This design comes from an exercise in tuning for small area on the open sky130 flow, not from production work.
The RTL was checked by simulation tests, not by an equivalence proof against the original design.
Power is estimated from default activity; no workload was simulated.

==> 01-16: inputs <==
==> flow/design.v <==
module pipe_id_regfwd #(
    parameter int XLEN = 32,
    parameter int RA_W = 5,
    parameter int CW   = 8
) (
    input  logic            clock,
    input  logic            resetn,
    input  logic            i_valid,
    input  logic [XLEN-1:0] i_pc4,
    input  logic [RA_W-1:0] i_rs,
    input  logic [RA_W-1:0] i_rt,
    input  logic [RA_W-1:0] i_wr,
    input  logic [15:0]     i_imm,
    input  logic            i_sext,
    input  logic            i_use_rs,
    input  logic            i_use_rt,
    input  logic            i_wreg,
    input  logic            i_m2reg,
    input  logic [2:0]      i_brmode,
    input  logic [CW-1:0]   i_ctrl,
    input  logic            i_flush,
    input  logic [XLEN-1:0] ealu,
    input  logic            m_wreg,
    input  logic            m_m2reg,
    input  logic [RA_W-1:0] m_rn,
    input  logic [XLEN-1:0] malu,
    input  logic [XLEN-1:0] mmo,
    input  logic            w_wreg,
    input  logic [RA_W-1:0] w_rn,
    input  logic [XLEN-1:0] w_data,
    output logic            o_stall,
    output logic            o_redirect,
    output logic [XLEN-1:0] o_target,
    output logic            x_valid,
    output logic            x_wreg,
    output logic            x_m2reg,
    output logic [RA_W-1:0] x_rn,
    output logic [XLEN-1:0] x_a,
    output logic [XLEN-1:0] x_b,
    output logic [XLEN-1:0] x_imm,
    output logic [CW-1:0]   x_ctrl
);
    localparam int NREG = 2**RA_W;
    localparam int NSRC = NREG - 1 + 4;
    localparam logic [2:0] BR_BEQ  = 3'b001;
    localparam logic [2:0] BR_BNE  = 3'b010;
    localparam logic [2:0] BR_BLTZ = 3'b011;
    localparam logic [2:0] BR_BGEZ = 3'b100;
    localparam logic [2:0] BR_JR   = 3'b101;
    logic [XLEN-1:0] rf [1:NREG-1];
    logic [NREG-1:1] rf_vld;
    always_ff @(posedge clock or negedge resetn) begin
        if (!resetn)
            rf_vld <= '0;
        else
            for (int i = 1; i < NREG; i++)
                if (w_wreg && (w_rn == i[RA_W-1:0]))
                    rf_vld[i] <= 1'b1;
    end
    always_ff @(posedge clock) begin
        for (int i = 1; i < NREG; i++)
            if (w_wreg && (w_rn == i[RA_W-1:0]))
                rf[i] <= w_data;
    end
    logic            vld_p1, wreg_p1, m2reg_p1;
    logic [RA_W-1:0] rn_p1;
    logic [XLEN-1:0] a_p1, b_p1;
    logic [16:0]     imm_p1;
    logic [CW-1:0]   ctrl_p1;
    logic ex_ok;
    assign ex_ok = vld_p1 & wreg_p1 & ~m2reg_p1;
    function automatic logic [NSRC-1:0] op_sel(
        input logic [RA_W-1:0] src,
        input logic            ex_ok_f,
        input logic [RA_W-1:0] ex_rn,
        input logic            mem_wr,
        input logic            mem_ld,
        input logic [RA_W-1:0] mem_rn,
        input logic            wb_wr,
        input logic [RA_W-1:0] wb_rn,
        input logic [NREG-1:1] vld
    );
        logic nz, he, hm, hw, fwd;
        logic [NSRC-1:0] s;
        nz  = (src != '0);
        he  = ex_ok_f & (ex_rn == src);
        hm  = mem_wr & (mem_rn == src);
        hw  = wb_wr & (wb_rn == src);
        fwd = he | hm | hw;
        for (int i = 1; i < NREG; i++)
            s[i-1] = ~fwd & vld[i] & (src == i[RA_W-1:0]);
        s[31] = nz & he;
        s[32] = nz & ~he & hm & mem_ld;
        s[33] = nz & ~he & hm & ~mem_ld;
        s[34] = nz & ~he & ~hm & hw;
        op_sel = s;
    endfunction
    logic [NSRC-1:0] sel_a, sel_b;
    assign sel_a = op_sel(i_rs, ex_ok, rn_p1, m_wreg, m_m2reg, m_rn, w_wreg, w_rn, rf_vld);
    assign sel_b = op_sel(i_rt, ex_ok, rn_p1, m_wreg, m_m2reg, m_rn, w_wreg, w_rn, rf_vld);
    logic [XLEN-1:0] a_p0, b_p0;
    for (genvar k = 0; k < XLEN; k++) begin : g_bit
        logic [NSRC-1:0] dk;
        for (genvar i = 1; i < NREG; i++) begin : g_ent
            assign dk[i-1] = rf[i][k];
        end
        assign dk[31] = ealu[k];
        assign dk[32] = mmo[k];
        assign dk[33] = malu[k];
        assign dk[34] = w_data[k];
        sel_or35 u_a (.s(sel_a), .d(dk), .y(a_p0[k]));
        sel_or35 u_b (.s(sel_b), .d(dk), .y(b_p0[k]));
    end
    logic stall_p0;
    assign stall_p0 = i_valid & vld_p1 & m2reg_p1 & wreg_p1 &
                      (rn_p1 != '0) &
                      ((i_use_rs & (rn_p1 == i_rs)) |
                       (i_use_rt & (rn_p1 == i_rt)));
    logic        sx;
    logic [XLEN-1:0] imm_ext, br_tgt;
    logic        cond, jr, take;
    assign sx      = i_sext & i_imm[15];
    assign imm_ext = {{(XLEN-16){sx}}, i_imm};
    assign br_tgt  = i_pc4 + (imm_ext << 2);
    always_comb begin
        cond = 1'b0;
        jr   = 1'b0;
        case (i_brmode)
            BR_BEQ:  cond = (a_p0 == b_p0);
            BR_BNE:  cond = (a_p0 != b_p0);
            BR_BLTZ: cond = a_p0[XLEN-1];
            BR_BGEZ: cond = ~a_p0[XLEN-1];
            BR_JR: begin
                cond = 1'b1;
                jr   = 1'b1;
            end
            default: cond = 1'b0;
        endcase
    end
    assign take = cond & i_valid & ~stall_p0;
    assign o_stall    = stall_p0;
    assign o_redirect = take;
    assign o_target   = !take ? i_pc4 : (jr ? a_p0 : br_tgt);
    logic bubble;
    assign bubble = stall_p0 | i_flush | ~i_valid;
    always_ff @(posedge clock or negedge resetn) begin
        if (!resetn) begin
            vld_p1   <= 1'b0;
            wreg_p1  <= 1'b0;
            m2reg_p1 <= 1'b0;
        end else begin
            vld_p1   <= ~bubble;
            wreg_p1  <= ~bubble & i_wreg;
            m2reg_p1 <= ~bubble & i_m2reg;
        end
    end
    always_ff @(posedge clock) begin
        rn_p1   <= i_wr;
        a_p1    <= a_p0;
        b_p1    <= b_p0;
        imm_p1  <= {sx, i_imm};
        ctrl_p1 <= i_ctrl;
    end
    assign x_valid = vld_p1;
    assign x_wreg  = wreg_p1;
    assign x_m2reg = m2reg_p1;
    assign x_rn    = rn_p1;
    assign x_a     = a_p1;
    assign x_b     = b_p1;
    assign x_imm   = {{(XLEN-16){imm_p1[16]}}, imm_p1[15:0]};
    assign x_ctrl  = ctrl_p1;
endmodule
module sel_or35 (
    input  logic [34:0] s,
    input  logic [34:0] d,
    output logic        y
);
    logic [11:0] n;
    for (genvar j = 0; j < 11; j++) begin : g_aoi
        cell_aoi222 u (.a1(s[3*j]), .a2(d[3*j]), .b1(s[3*j+1]), .b2(d[3*j+1]),
                       .c1(s[3*j+2]), .c2(d[3*j+2]), .y(n[j]));
    end
    cell_aoi22 u_l (.a1(s[33]), .a2(d[33]), .b1(s[34]), .b2(d[34]), .y(n[11]));
    logic [2:0] p;
    cell_nand4 u_n0 (.a(n[0]), .b(n[1]), .c(n[2]),  .d(n[3]),  .y(p[0]));
    cell_nand4 u_n1 (.a(n[4]), .b(n[5]), .c(n[6]),  .d(n[7]),  .y(p[1]));
    cell_nand4 u_n2 (.a(n[8]), .b(n[9]), .c(n[10]), .d(n[11]), .y(p[2]));
    cell_or3 u_o (.a(p[0]), .b(p[1]), .c(p[2]), .y(y));
endmodule
module cell_aoi222 (input logic a1, a2, b1, b2, c1, c2, output logic y);
    assign y = ~((a1 & a2) | (b1 & b2) | (c1 & c2));
endmodule
module cell_aoi22 (input logic a1, a2, b1, b2, output logic y);
    assign y = ~((a1 & a2) | (b1 & b2));
endmodule
module cell_nand4 (input logic a, b, c, d, output logic y);
    assign y = ~(a & b & c & d);
endmodule
module cell_or3 (input logic a, b, c, output logic y);
    assign y = a | b | c;
endmodule
==> flow/flow/run.sh <==
#!/bin/bash
# Own layout flow: the standard synthesis unchanged, then the standard ORFS
# layout with two changes: ports are buffered with buf_1 instead of the
# resizer's default pick, and the clock tree uses small clock buffers without
# dummy loads. Each step's full output goes to a log file in this folder (and
# ORFS keeps its per-stage logs under orfs/logs/).
set -euo pipefail
bash standard.sh synth > synth.log 2>&1
bash standard.sh \
  "BUFFER_PORTS_ARGS=-buffer_cell sky130_fd_sc_hd__buf_1" \
  "CTS_ARGS=-sink_clustering_enable -repair_clock_nets -dont_use_dummy_load -buf_list {sky130_fd_sc_hd__clkbuf_4 sky130_fd_sc_hd__clkbuf_8}" \
  finish > layout.log 2>&1
==> flow/standard.sh <==
#!/bin/bash
# synth_recipe.tcl (not shown) runs the flow's synth.tcl, then flattens the netlist and writes it again
# the make line also repeats each setting of config.mk as NAME=value (left out here)
make -C /OpenROAD-flow-scripts/flow DESIGN_CONFIG=/design/flow/config.mk WORK_HOME=/design/flow/orfs CLKGATE_MAP_FILE= SYNTH_SCRIPT=/design/flow/synth_recipe.tcl "${@:-finish}"
==> flow/config.mk <==
export PLATFORM = sky130hd
export DESIGN_NAME = pipe_id_regfwd
export DESIGN_NICKNAME = pipe_id_regfwd
export VERILOG_FILES = /design/flow/design.v
export SDC_FILE = /design/flow/constraint.sdc
export NUM_CORES = 4
export LEC_CHECK = 0
export CAP_MARGIN = 5
export CORE_MARGIN = 2
export CORE_UTILIZATION = 60
export SETUP_SLACK_MARGIN = 0.1
export SLEW_MARGIN = 5
export SYNTH_HIERARCHICAL = 1
export SYNTH_MINIMUM_KEEP_SIZE = 0
==> flow/constraint.sdc <==
create_clock -name core_clock -period 10.0 [get_ports {clock}]
set_input_delay 2.0000 -clock core_clock [delete_from_list [all_inputs] [get_ports {clock}]]
set_output_delay 2.0000 -clock core_clock [all_outputs]
set_load 0.01 [all_outputs]
==> 12-22: changes against 01-16 <==
==> flow/run.sh (new file) <==
#!/bin/bash
# synth_recipe.tcl (not shown) runs the flow's synth.tcl, then flattens the netlist and writes it again
# the make line also repeats each setting of config.mk as NAME=value (left out here)
make -C /OpenROAD-flow-scripts/flow DESIGN_CONFIG=/design/flow/config.mk WORK_HOME=/design/flow/orfs CLKGATE_MAP_FILE= SYNTH_SCRIPT=/design/flow/synth_recipe.tcl finish
--- a/flow/config.mk
+++ b/flow/config.mk
@@ -7,7 +7,7 @@
 export LEC_CHECK = 0
-export CAP_MARGIN = 5
+export CAP_MARGIN = 20
 export CORE_MARGIN = 2
-export CORE_UTILIZATION = 60
-export SETUP_SLACK_MARGIN = 0.1
-export SLEW_MARGIN = 5
+export CORE_UTILIZATION = 40
+export SETUP_SLACK_MARGIN = 0.5
+export SLEW_MARGIN = 20
 export SYNTH_HIERARCHICAL = 1
removed: flow/flow/run.sh
removed: flow/standard.sh
==> qor summary <==
quantity	01-16	12-22
Result of the run	no timing/DRC/antenna violations	no timing/DRC/antenna violations
Count of buffers not belonging to the clock network in the layout	592	802
Clock tree cell share of total cell area	0.04426	0.06393
Total internal power	7.060 mW	8.224 mW
Length of the first detailed-routing pass in iterations	15	12
Die Area	0.07894 sq mm	0.1178 sq mm
Critical path buffers and inverters	8	7
End point of the worst hold path	rf_vld[13]	rf_vld[21]
Count of placed standard cells including taps	4359	5033
Die Y	281.0 um	343.2 um
Largest incremental delay on the critical path	0.69 ns	0.45 ns
Standard-cell row count	101	124
Worst clock skew	0.08595 ns	0.02175 ns
Fraction of power spent switching nets	0.2594	0.2520
Final setup margin	0.1424 ns	0.5915 ns
Root Buffer Master	sky130_fd_sc_hd__clkbuf_8	sky130_fd_sc_hd__clkbuf_16
Multi-input combinational area share	0.2553	0.2320
Total sequential power	5.32 mW	5.30 mW
Worst supply voltage drop on vdd	0.1236 mV	0.1420 mV
Wire length of the first global-routing pass	271800 um	277900 um
Number of fillers in the final layout	5133	9510
Starting utilization of the core area	0.6060	0.4031
Final-stage net count	3745	3901
Combinational fraction of design power	0.114	0.120
Global-route track usage on met2	0.7058	0.4933
Met1 global-route usage	0.5916	0.4221

[what the ideal ports hide]
No port has a modelled driver above. Below, the same layouts with a new extraction and two added sets of constraints. Step 1 sets driving cells, clkbuf_16 on the clock port and buf_2 on the other inputs (assumed; they add their load-dependent delay and slew). Step 2 times the ports against the registers' clock, not the clock port: input delays grow and output delays shrink by t, the midpoint of the rising clock arrivals with the driver on. a / b / c = ideal ports / drivers / drivers and shift; a / b = the first two.
run	t, ns	setup slack, ns	worst data-port slew with drivers (ns)	cell pins on the clock port's net
01-16	0.885	0.142 / 0.117 / 0.117	0.13	1
12-22	0.803	0.592 / 0.571 / 0.571	0.10	1
After both steps setup and hold are still met in every run listed. For 01-16, which loses most, drivers alone change the setup slack by -0.025 ns; drivers and shift together by -0.025 ns.
